Background: an optimization exercise with open tools, aiming at small area, a short achievable clock period and few clock cycles per item. Do not read the settings as production practice.
The RTL was checked by simulation tests, not by an equivalence proof against the original design.
Power and IR drop assume default switching activity.

==> flow/design.v <==
`default_nettype none
package fixflo_pkg;
  localparam int DATA_W = 16;
  localparam int FRAC_W = 8;    
  localparam int MAN_W    = 10;
  localparam int EXP_W    = 5;
  localparam int EXP_BIAS = 15;
  localparam int EXP_MAX  = 31;
  localparam logic [DATA_W-1:0] QNAN = 16'h7E00;
  localparam int ADR_W = 3;
  localparam logic [ADR_W-1:0] REG_A      = 3'd0;
  localparam logic [ADR_W-1:0] REG_B      = 3'd1;
  localparam logic [ADR_W-1:0] REG_CTRL   = 3'd2;  
  localparam logic [ADR_W-1:0] REG_RESULT = 3'd3;
  localparam logic [ADR_W-1:0] REG_STATUS = 3'd4;
  localparam int STAT_FLAGS_LSB = 0;
  localparam int STAT_DONE      = 8;
  typedef enum logic [1:0] {
    OP_FIX_ADD = 2'd0,
    OP_FIX_MUL = 2'd1,
    OP_FLT_MUL = 2'd2
  } op_e;   
  typedef struct packed {
    logic overflow;
    logic zero;
    logic nan;
    logic prec_lost;
  } flags_t;
endpackage
`default_nettype wire
`timescale 1ns/1ps
`default_nettype none
module float_mul (
  input  logic [fixflo_pkg::DATA_W-1:0] a,
  input  logic [fixflo_pkg::DATA_W-1:0] b,
  output logic [fixflo_pkg::DATA_W-1:0] product,
  output fixflo_pkg::flags_t            flags
);
  logic                          sa, sb, sr;
  logic [fixflo_pkg::EXP_W-1:0]  ea, eb;
  logic [fixflo_pkg::MAN_W-1:0]  fa, fb;
  logic                          a_zero, b_zero;
  logic                          a_inf, b_inf;
  logic                          a_nan, b_nan;
  logic [2*fixflo_pkg::MAN_W+1:0] sig_prod;   
  logic                          norm;
  logic [fixflo_pkg::MAN_W-1:0]  mant;
  logic                          lost;
  logic [fixflo_pkg::EXP_W:0]    exp_raw;    
  logic [fixflo_pkg::EXP_W:0]    exp_unb;
  assign {sa, ea, fa} = a;
  assign {sb, eb, fb} = b;
  assign sr = sa ^ sb;
  assign a_zero = (ea == '0);
  assign b_zero = (eb == '0);
  assign a_inf  = (ea == fixflo_pkg::EXP_MAX) && (fa == '0);
  assign b_inf  = (eb == fixflo_pkg::EXP_MAX) && (fb == '0);
  assign a_nan  = (ea == fixflo_pkg::EXP_MAX) && (fa != '0);
  assign b_nan  = (eb == fixflo_pkg::EXP_MAX) && (fb != '0);
  assign sig_prod = {1'b1, fa} * {1'b1, fb};
  assign norm     = sig_prod[2*fixflo_pkg::MAN_W+1];  
  assign mant = norm ? sig_prod[2*fixflo_pkg::MAN_W -: fixflo_pkg::MAN_W]
                     : sig_prod[2*fixflo_pkg::MAN_W-1 -: fixflo_pkg::MAN_W];
  assign lost = norm ? |sig_prod[fixflo_pkg::MAN_W:0]
                     : |sig_prod[fixflo_pkg::MAN_W-1:0];
  assign exp_raw = {1'b0, ea} + {1'b0, eb} + {{fixflo_pkg::EXP_W{1'b0}}, norm};
  assign exp_unb = exp_raw - (fixflo_pkg::EXP_W+1)'(fixflo_pkg::EXP_BIAS);
  always_comb
  begin
    flags = '0;
    if (a_nan || b_nan || (a_inf && b_zero) || (b_inf && a_zero))
    begin
      product   = fixflo_pkg::QNAN;
      flags.nan = 1'b1;
    end
    else if (a_inf || b_inf)
    begin
      product        = {sr, {fixflo_pkg::EXP_W{1'b1}}, {fixflo_pkg::MAN_W{1'b0}}};
      flags.overflow = 1'b1;
    end
    else if (a_zero || b_zero)
    begin
      product    = {sr, {(fixflo_pkg::DATA_W-1){1'b0}}};
      flags.zero = 1'b1;
    end
    else if (exp_raw >= fixflo_pkg::EXP_MAX + fixflo_pkg::EXP_BIAS)
    begin
      product        = {sr, {fixflo_pkg::EXP_W{1'b1}}, {fixflo_pkg::MAN_W{1'b0}}};
      flags.overflow = 1'b1;
    end
    else if (exp_raw < 1 + fixflo_pkg::EXP_BIAS)
    begin
      product         = {sr, {(fixflo_pkg::DATA_W-1){1'b0}}};
      flags.zero      = 1'b1;
      flags.prec_lost = 1'b1;
    end
    else
    begin
      product         = {sr, exp_unb[fixflo_pkg::EXP_W-1:0], mant};
      flags.prec_lost = lost;
    end
  end
endmodule
`default_nettype wire
`timescale 1ns/1ps
`default_nettype none
module arith_unit (
  input  logic                          clk,
  input  logic                          reset,
  input  logic                          op_start,
  input  fixflo_pkg::op_e               op_opcode,
  input  logic [fixflo_pkg::DATA_W-1:0] op_a,
  input  logic [fixflo_pkg::DATA_W-1:0] op_b,
  output logic                          res_valid,
  output logic [fixflo_pkg::DATA_W-1:0] res_data,
  output fixflo_pkg::flags_t            res_flags
);
  logic [fixflo_pkg::DATA_W:0]     add_full;    
  logic [2*fixflo_pkg::DATA_W-1:0] mul_full;
  logic [fixflo_pkg::DATA_W-1:0]   flt_prod;
  fixflo_pkg::flags_t              flt_flags;
  logic [fixflo_pkg::DATA_W-1:0]   nxt_data;
  fixflo_pkg::flags_t              nxt_flags;
  float_mul u_float_mul (
    .a       (op_a),
    .b       (op_b),
    .product (flt_prod),
    .flags   (flt_flags)
  );
  assign add_full = {1'b0, op_a} + {1'b0, op_b};
  assign mul_full = op_a * op_b;
  always_comb
  begin
    nxt_flags = '0;
    case (op_opcode)
      fixflo_pkg::OP_FIX_ADD:
      begin
        nxt_data           = add_full[fixflo_pkg::DATA_W-1:0];
        nxt_flags.overflow = add_full[fixflo_pkg::DATA_W];
        nxt_flags.zero     = (nxt_data == '0);
      end
      fixflo_pkg::OP_FIX_MUL:
      begin
        nxt_data            = mul_full[fixflo_pkg::FRAC_W +: fixflo_pkg::DATA_W];
        nxt_flags.overflow  = |mul_full[2*fixflo_pkg::DATA_W-1 :
                                        fixflo_pkg::DATA_W+fixflo_pkg::FRAC_W];
        nxt_flags.prec_lost = |mul_full[fixflo_pkg::FRAC_W-1:0];
        nxt_flags.zero      = (nxt_data == '0);
      end
      fixflo_pkg::OP_FLT_MUL:
      begin
        nxt_data  = flt_prod;
        nxt_flags = flt_flags;
      end
      default: nxt_data = '0;
    endcase
  end
  always_ff @(posedge clk)
  begin
    if (reset)
    begin
      res_valid <= 1'b0;
      res_data  <= '0;
      res_flags <= '0;
    end
    else
    begin
      res_valid <= op_start;
      if (op_start)
      begin
        res_data  <= nxt_data;
        res_flags <= nxt_flags;
      end
    end
  end
endmodule
`default_nettype wire
`timescale 1ns/1ps
`default_nettype none
module result_regs (
  input  logic                          clk,
  input  logic                          reset,
  input  logic                          res_valid,
  input  logic [fixflo_pkg::DATA_W-1:0] res_data,
  input  fixflo_pkg::flags_t            res_flags,
  input  logic                          rd_result,
  output logic [fixflo_pkg::DATA_W-1:0] res_word,
  output fixflo_pkg::flags_t            flags,
  output logic                          done
);
  always_ff @(posedge clk)
  begin
    if (reset)
    begin
      res_word <= '0;
      flags    <= '0;
      done     <= 1'b0;
    end
    else
    begin
      if (res_valid)
      begin
        res_word <= res_data;    
        flags    <= res_flags;
        done     <= 1'b1;
      end
      else if (rd_result)
        done <= 1'b0;            
    end
  end
endmodule
`default_nettype wire
`timescale 1ns/1ps
`default_nettype none
module wb_op_regs (
  input  logic                            clk,
  input  logic                            reset,
  input  logic                            wb_cyc,
  input  logic                            wb_stb,
  input  logic                            wb_we,
  input  logic [fixflo_pkg::ADR_W-1:0]    wb_adr,
  input  logic [fixflo_pkg::DATA_W-1:0]   wb_dat_i,
  output logic [fixflo_pkg::DATA_W-1:0]   wb_dat_o,
  output logic                            wb_ack,
  output logic                            op_start,
  output fixflo_pkg::op_e                 op_opcode,
  output logic [fixflo_pkg::DATA_W-1:0]   op_a,
  output logic [fixflo_pkg::DATA_W-1:0]   op_b,
  input  logic [fixflo_pkg::DATA_W-1:0]   res_word,
  input  fixflo_pkg::flags_t              res_flags,
  input  logic                            done,
  output logic                            rd_result
);
  logic                          req;
  logic                          acc;        
  logic [fixflo_pkg::DATA_W-1:0] reg_a;
  logic [fixflo_pkg::DATA_W-1:0] reg_b;
  logic [fixflo_pkg::DATA_W-1:0] status;
  logic [fixflo_pkg::DATA_W-1:0] rd_mux;
  assign req = wb_cyc & wb_stb;
  assign acc = req & ~wb_ack;    
  assign rd_result = acc & ~wb_we & (wb_adr == fixflo_pkg::REG_RESULT);
  assign op_a = reg_a;
  assign op_b = reg_b;
  always_comb
  begin
    status = '0;
    status[fixflo_pkg::STAT_FLAGS_LSB +: 4] = res_flags;
    status[fixflo_pkg::STAT_DONE]           = done;
  end
  always_comb
  begin
    case (wb_adr)
      fixflo_pkg::REG_A:      rd_mux = reg_a;
      fixflo_pkg::REG_B:      rd_mux = reg_b;
      fixflo_pkg::REG_RESULT: rd_mux = res_word;
      fixflo_pkg::REG_STATUS: rd_mux = status;
      default:                rd_mux = '0;    
    endcase
  end
  always_ff @(posedge clk)
  begin
    if (reset)
    begin
      wb_ack    <= 1'b0;
      wb_dat_o  <= '0;
      reg_a     <= '0;
      reg_b     <= '0;
      op_start  <= 1'b0;
      op_opcode <= fixflo_pkg::OP_FIX_ADD;
    end
    else
    begin
      wb_ack   <= acc;
      op_start <= 1'b0;
      if (acc && !wb_we)
        wb_dat_o <= rd_mux;
      if (acc && wb_we)
      begin
        case (wb_adr)
          fixflo_pkg::REG_A: reg_a <= wb_dat_i;
          fixflo_pkg::REG_B: reg_b <= wb_dat_i;
          fixflo_pkg::REG_CTRL:
            if (wb_dat_i[1:0] != 2'd3)  
            begin
              op_start  <= 1'b1;
              op_opcode <= fixflo_pkg::op_e'(wb_dat_i[1:0]);
            end
          default: ;
        endcase
      end
    end
  end
endmodule
`default_nettype wire
`timescale 1ns/1ps
`default_nettype none
module fixflo_top (
  input  logic                          clk,
  input  logic                          reset,
  input  logic                          wb_cyc,
  input  logic                          wb_stb,
  input  logic                          wb_we,
  input  logic [fixflo_pkg::ADR_W-1:0]  wb_adr,
  input  logic [fixflo_pkg::DATA_W-1:0] wb_dat_i,
  output logic [fixflo_pkg::DATA_W-1:0] wb_dat_o,
  output logic                          wb_ack
);
  logic                          op_start;
  fixflo_pkg::op_e               op_opcode;
  logic [fixflo_pkg::DATA_W-1:0] op_a;
  logic [fixflo_pkg::DATA_W-1:0] op_b;
  logic                          res_valid;
  logic [fixflo_pkg::DATA_W-1:0] res_data;
  fixflo_pkg::flags_t            res_flags;
  logic [fixflo_pkg::DATA_W-1:0] res_word;
  fixflo_pkg::flags_t            stored_flags;
  logic                          done;
  logic                          rd_result;
  wb_op_regs u_wb_op_regs (
    .clk       (clk),
    .reset     (reset),
    .wb_cyc    (wb_cyc),
    .wb_stb    (wb_stb),
    .wb_we     (wb_we),
    .wb_adr    (wb_adr),
    .wb_dat_i  (wb_dat_i),
    .wb_dat_o  (wb_dat_o),
    .wb_ack    (wb_ack),
    .op_start  (op_start),
    .op_opcode (op_opcode),
    .op_a      (op_a),
    .op_b      (op_b),
    .res_word  (res_word),
    .res_flags (stored_flags),
    .done      (done),
    .rd_result (rd_result)
  );
  arith_unit u_arith_unit (
    .clk       (clk),
    .reset     (reset),
    .op_start  (op_start),
    .op_opcode (op_opcode),
    .op_a      (op_a),
    .op_b      (op_b),
    .res_valid (res_valid),
    .res_data  (res_data),
    .res_flags (res_flags)
  );
  result_regs u_result_regs (
    .clk       (clk),
    .reset     (reset),
    .res_valid (res_valid),
    .res_data  (res_data),
    .res_flags (res_flags),
    .rd_result (rd_result),
    .res_word  (res_word),
    .flags     (stored_flags),
    .done      (done)
  );
endmodule
`default_nettype wire
==> flow/run.sh <==
#!/bin/bash
# synth_recipe.tcl (not shown) runs the flow's synth.tcl, then flattens the netlist and writes it again
# the make line also repeats each setting of config.mk as NAME=value (left out here)
make -C /OpenROAD-flow-scripts/flow DESIGN_CONFIG=/design/flow/config.mk WORK_HOME=/design/flow/orfs CLKGATE_MAP_FILE= SYNTH_SCRIPT=/design/flow/synth_recipe.tcl finish
==> flow/config.mk <==
export PLATFORM = sky130hd
export DESIGN_NAME = fixflo_top
export DESIGN_NICKNAME = fixflo_top
export VERILOG_FILES = /design/flow/design.v
export SDC_FILE = /design/flow/constraint.sdc
export NUM_CORES = 4
export LEC_CHECK = 0
export CAP_MARGIN = 20
export CORE_MARGIN = 2
export CORE_UTILIZATION = 40
export SLEW_MARGIN = 20
==> flow/constraint.sdc <==
create_clock -name core_clock -period 7.7 [get_ports {clk}]
set_input_delay 1.5400 -clock core_clock [delete_from_list [all_inputs] [get_ports {clk}]]
set_output_delay 1.5400 -clock core_clock [all_outputs]
set_load 0.01 [all_outputs]
==> results.txt <==
==> timing repair <==
item / CTS / global route
setup buffers: 0 / 8
gates cloned: 0 / 0
pin swaps: 3 / 16
endpoints found under the setup margin: 3 / 18
resized for setup: 4 / 64
==> cell families (layout without fill, tap and decap cells) <==
group | count (synthesis) | in the layout
AND/OR/NAND/NOR | 579 | 579
buffers and inverters | 502 | 617
adder cells (fa/ha/maj) | 460 | 460
AO/OA/AOI/OAI | 316 | 316
flip-flops | 94 | 94
multiplexers | 58 | 58
XOR/XNOR | 51 | 51
other | 0 | 1
==> registers in the layout (all words and copies together) (netlist names) <==
register	count
u_wb_op_regs.reg_a	16
u_wb_op_regs.reg_b	16
u_wb_op_regs.op_opcode	2
u_arith_unit.res_valid	1
u_result_regs.done	1
u_wb_op_regs.wb_dat_o	16
u_arith_unit.res_data	16
u_wb_op_regs.wb_ack	1
u_result_regs.flags	4
u_wb_op_regs.op_start	1
u_arith_unit.res_flags	4
u_result_regs.res_word	16
==> path summary, 6_finish.rpt <==
check | start | to | slack, ps | cells past startpoint
max | u_wb_op_regs.reg_b[4] | u_arith_unit.res_data[10] | 130 | 33
min | u_arith_unit.res_data[12] | u_arith_unit.res_data[12] | 460 | 2
max reg2reg | u_wb_op_regs.reg_b[4] | u_arith_unit.res_data[10] | 130 | 33
min reg2reg | u_arith_unit.res_data[12] | u_arith_unit.res_data[12] | 460 | 2
==> metal layers <==
layer | vias to the layer above | wire, um | share of wire | track usage
met4 | 0 | 2500 | 0.045 | 0.0926
li1 | 6767 | - | - | -
met2 | 440 | 26300 | 0.47 | 0.431
met3 | 96 | 2920 | 0.053 | 0.0269
met5 | - | 0 | 0 | 0
met1 | 7390 | 23800 | 0.43 | 0.333
==> critical path: cells and delay by family (launching register included) <==
family | cells | cell delay, ps
fa+ha+maj | 9 | 3620
simple gates | 7 | 1400
compound gates | 9 | 1390
buf+inv | 8 | 710
flops | 1 | 360
==> Yosys cell counts (3+ instances only) <==
cell type / count / area (um2)
a21oi_1: 97 / 485
nor4_1: 13 / 81.3
nand3_1: 30 / 150
nand2_1: 208 / 781
clkbuf_1: 78 / 293
a31oi_1: 10 / 62.6
nor3_1: 17 / 85.1
a21o_1: 28 / 210
o31a_1: 5 / 43.8
inv_1: 408 / 1530
o221a_2: 3 / 33.8
nand2b_1: 4 / 25.0
dfxtp_1: 94 / 1880
a221oi_1: 6 / 52.6
a21boi_0: 5 / 37.5
nand3b_1: 6 / 45.0
buf_2: 3 / 15.0
o21a_1: 9 / 67.6
or3_1: 8 / 50.1
mux2i_1: 44 / 440
and2_1: 93 / 582
a211o_1: 3 / 26.3
and3_1: 7 / 43.8
nor2_1: 166 / 623
nor3b_1: 5 / 37.5
mux2_2: 14 / 158
o2111ai_1: 4 / 35.0
a31o_2: 5 / 43.8
o21ai_0: 60 / 300
nor2b_1: 7 / 43.8
a211oi_1: 13 / 97.6
or4_1: 4 / 30.0
a222oi_1: 5 / 50.1
fa_1: 277 / 5550
o21bai_1: 6 / 45.0
buf_1: 6 / 22.5
o211ai_1: 15 / 113
o31ai_1: 5 / 37.5
clkinv_1: 6 / 22.5
xnor2_1: 29 / 254
xor2_1: 22 / 193
nand4_1: 4 / 25.0
a22oi_1: 13 / 97.6
ha_1: 183 / 2290
==> where the power goes <==
| part | leakage (nW) | switching, mW | internal, mW |
|---|---|---|---|
| clock network | 0.165 | 0.219 | 0.322 |
| registers | 0.764 | 0.00310 | 0.487 |
| logic | 8.79 | 0.0544 | 0.0317 |
| total | 9.72 | 0.277 | 0.841 |
==> layout make-up <==
cell class | instances | area (um2) | share of cell area
Antenna cell | 1 | 2.50 | 0.000126
Clock buffer | 10 | 229 | 0.0115
Clock inverter | 6 | 118 | 0.00591
Inverter | 414 | 1560 | 0.0782
Multi-Input combinational cell | 1464 | 13800 | 0.694
Sequential cell | 94 | 1900 | 0.0957
Tap cell | 585 | 732 | 0.0368
Timing Repair Buffer | 187 | 1540 | 0.0775
==> per-stage QoR <==
stage,hold WS (ps),area (um2),std cells
after global placement,449,19300,2736
final,465,19900,2761
after global routing,480,19900,2760
after CTS,469,19600,2752
after detailed placement,455,19300,2736
after floorplan,425,17400,2060
==> results.py <==
metrics = {
    "status": {
        "outcome": "no timing/DRC/antenna violations",
    },
    "worst_hold_path": {
        "worstHoldPathType": "flop to flop",
    },
    "route": {
        "via_count": 14693,
        "avgViaCountPerCell": 5.32,
        "wl_mm": 55.5,
        "wl_per_cell_um": 20.1,
        "dr.pass1.iters": 5,
        "drc": 0,
        "antenna_left": 0,
        "drt-initial-drc-count": 1074,
    },
    "timing": {
        "setup_tns_ps": 0,
        "rsz0062_at_grt": "true",
        "fmax_mhz": 132,
        "finalSetupViolCount": 0,
        "period_needed_ps": 7570,
        "fin_ws_ps": 135,
        "hold_violations": 0,
        "timing.final.crit_share": 0.983,
        "drv_slew": 0,
        "finalClockSkew_ps": 11.7,
        "relSlewSlack": 0.362,
        "tightest_slew_ps": 953,
    },
    "global_routing": {
        "gr-total-overflow": 0,
        "grt_antenna_before_repair": 1,
        "grt_pass1_wl_mm": 86.5,
        "grt_pass1_vias": 15130,
        "grt_max_degree": 82,
        "track_usage": 0.253,
    },
    "pwr": {
        "leakagePower_nw": 9.72,
        "ir_drop_mv": 0.102,
        "finalPower_mw": 1.12,
        "power_density_nw_per_um2": 56.1,
    },
    "logic_synthesis": {
        "synthAdderAreaFrac": 0.450,
        "ys.flop_type": "dfxtp_1",
        "synth_area_um2": 17400,
        "synth_nets": 2544,
        "syn_avg_cell_area_um2": 8.45,
        "synth_seq_cells": 94,
        "synthMuxAreaShare": 0.0344,
        "yosysSeqAreaShare": 0.108,
        "synth_top_family_by_area": "adder cells",
        "syn_inst": 2060,
        "async_reset_ff_frac": 0,
        "ys_types": 71,
        "synth-xor-area-share": 0.0257,
        "yosys.area_share.simple": 0.153,
        "synth-compound-area-share": 0.120,
        "synth_edf_count": 0,
        "yosys_warnings": 4,
    },
    "cells_and_area": {
        "nFillCells": 4307,
        "post-route-util": 0.463,
        "areaGrowthSynthToFinish_pct": 14.4,
        "drive_gt1_frac": 0.115,
        "mostFrequentLayoutCell": "inv_1",
        "most-common-layout-cells": "inv_1 (402), fa_1 (272), nand2_1 (207), ha_1 (177), nor2_1 (159)",
        "nets": 2654,
    },
    "floorplanning": {
        "top_level_ports": 41,
        "initial_utilization": 0.405,
        "die_h_um": 213,
        "die_area_um2": 45200,
        "rows": 76,
        "dieWidth_um": 213,
        "core_um2": 43000,
    },
    "cts": {
        "htreeDepth": 3,
        "clk_pin_slew_ps": 80,
        "clock_latency_ps": 360,
        "cts_made_buffers": 9,
        "cts_sinks": 94,
        "ctsHoldBuffers": 0,
        "clockRootBuffer": "clkbuf_16",
        "cts_tree": "done",
        "clockBufferDepth": 2,
    },
    "setup_path": {
        "path_common_cell": "fa_1",
        "worstPathRequired_ps": 7980,
        "end_kind": "flop",
        "crit_path_start_kind": "flop",
        "worstSetupPathType": "flop to flop",
        "crit_path_max_fanout": 4,
        "critPathMaxStageDelay_ps": 520,
        "arrival_ps": 7840,
        "crit_slowest_cell": "fa_1",
    },
    "flow_run": {
        "drv_cap": 0,
    },
    "placed_design": {
        "place.detailed.hpwl_mm": 45.9,
        "place_congestion": 0.966,
        "numPortBuffers": 40,
        "dp_worst_setup_slack_ps": -152,
    },
}
Testbench counts, summed over its fixed seeds: cycles 28,800, ops 2,400.

[static timing again, ports no longer ideal]
Ports are ideal in the flow. The routed layout listed here was re-timed in OpenROAD.
Step 1 assumes that a clkbuf_16 drives the clock port and a buf_2 every other input.
Step 2 also shifts input and output timing later by t, the mid clock arrival at the registers, as if the neighbouring blocks saw the same clock.
a / b / c = ideal / step 1 / step 2; a / b = the first two.
t, ns: 0.390
setup WS [ns]: 0.135 / 0.135 / 0.135
worst setup path after step 2: register to register
latest minus earliest clock arrival (ns): 0.012 / 0.013
After both steps this run still meets setup and hold. The setup slack of this run moves by 0.000 ns with the drivers and by 0.000 ns with both steps.
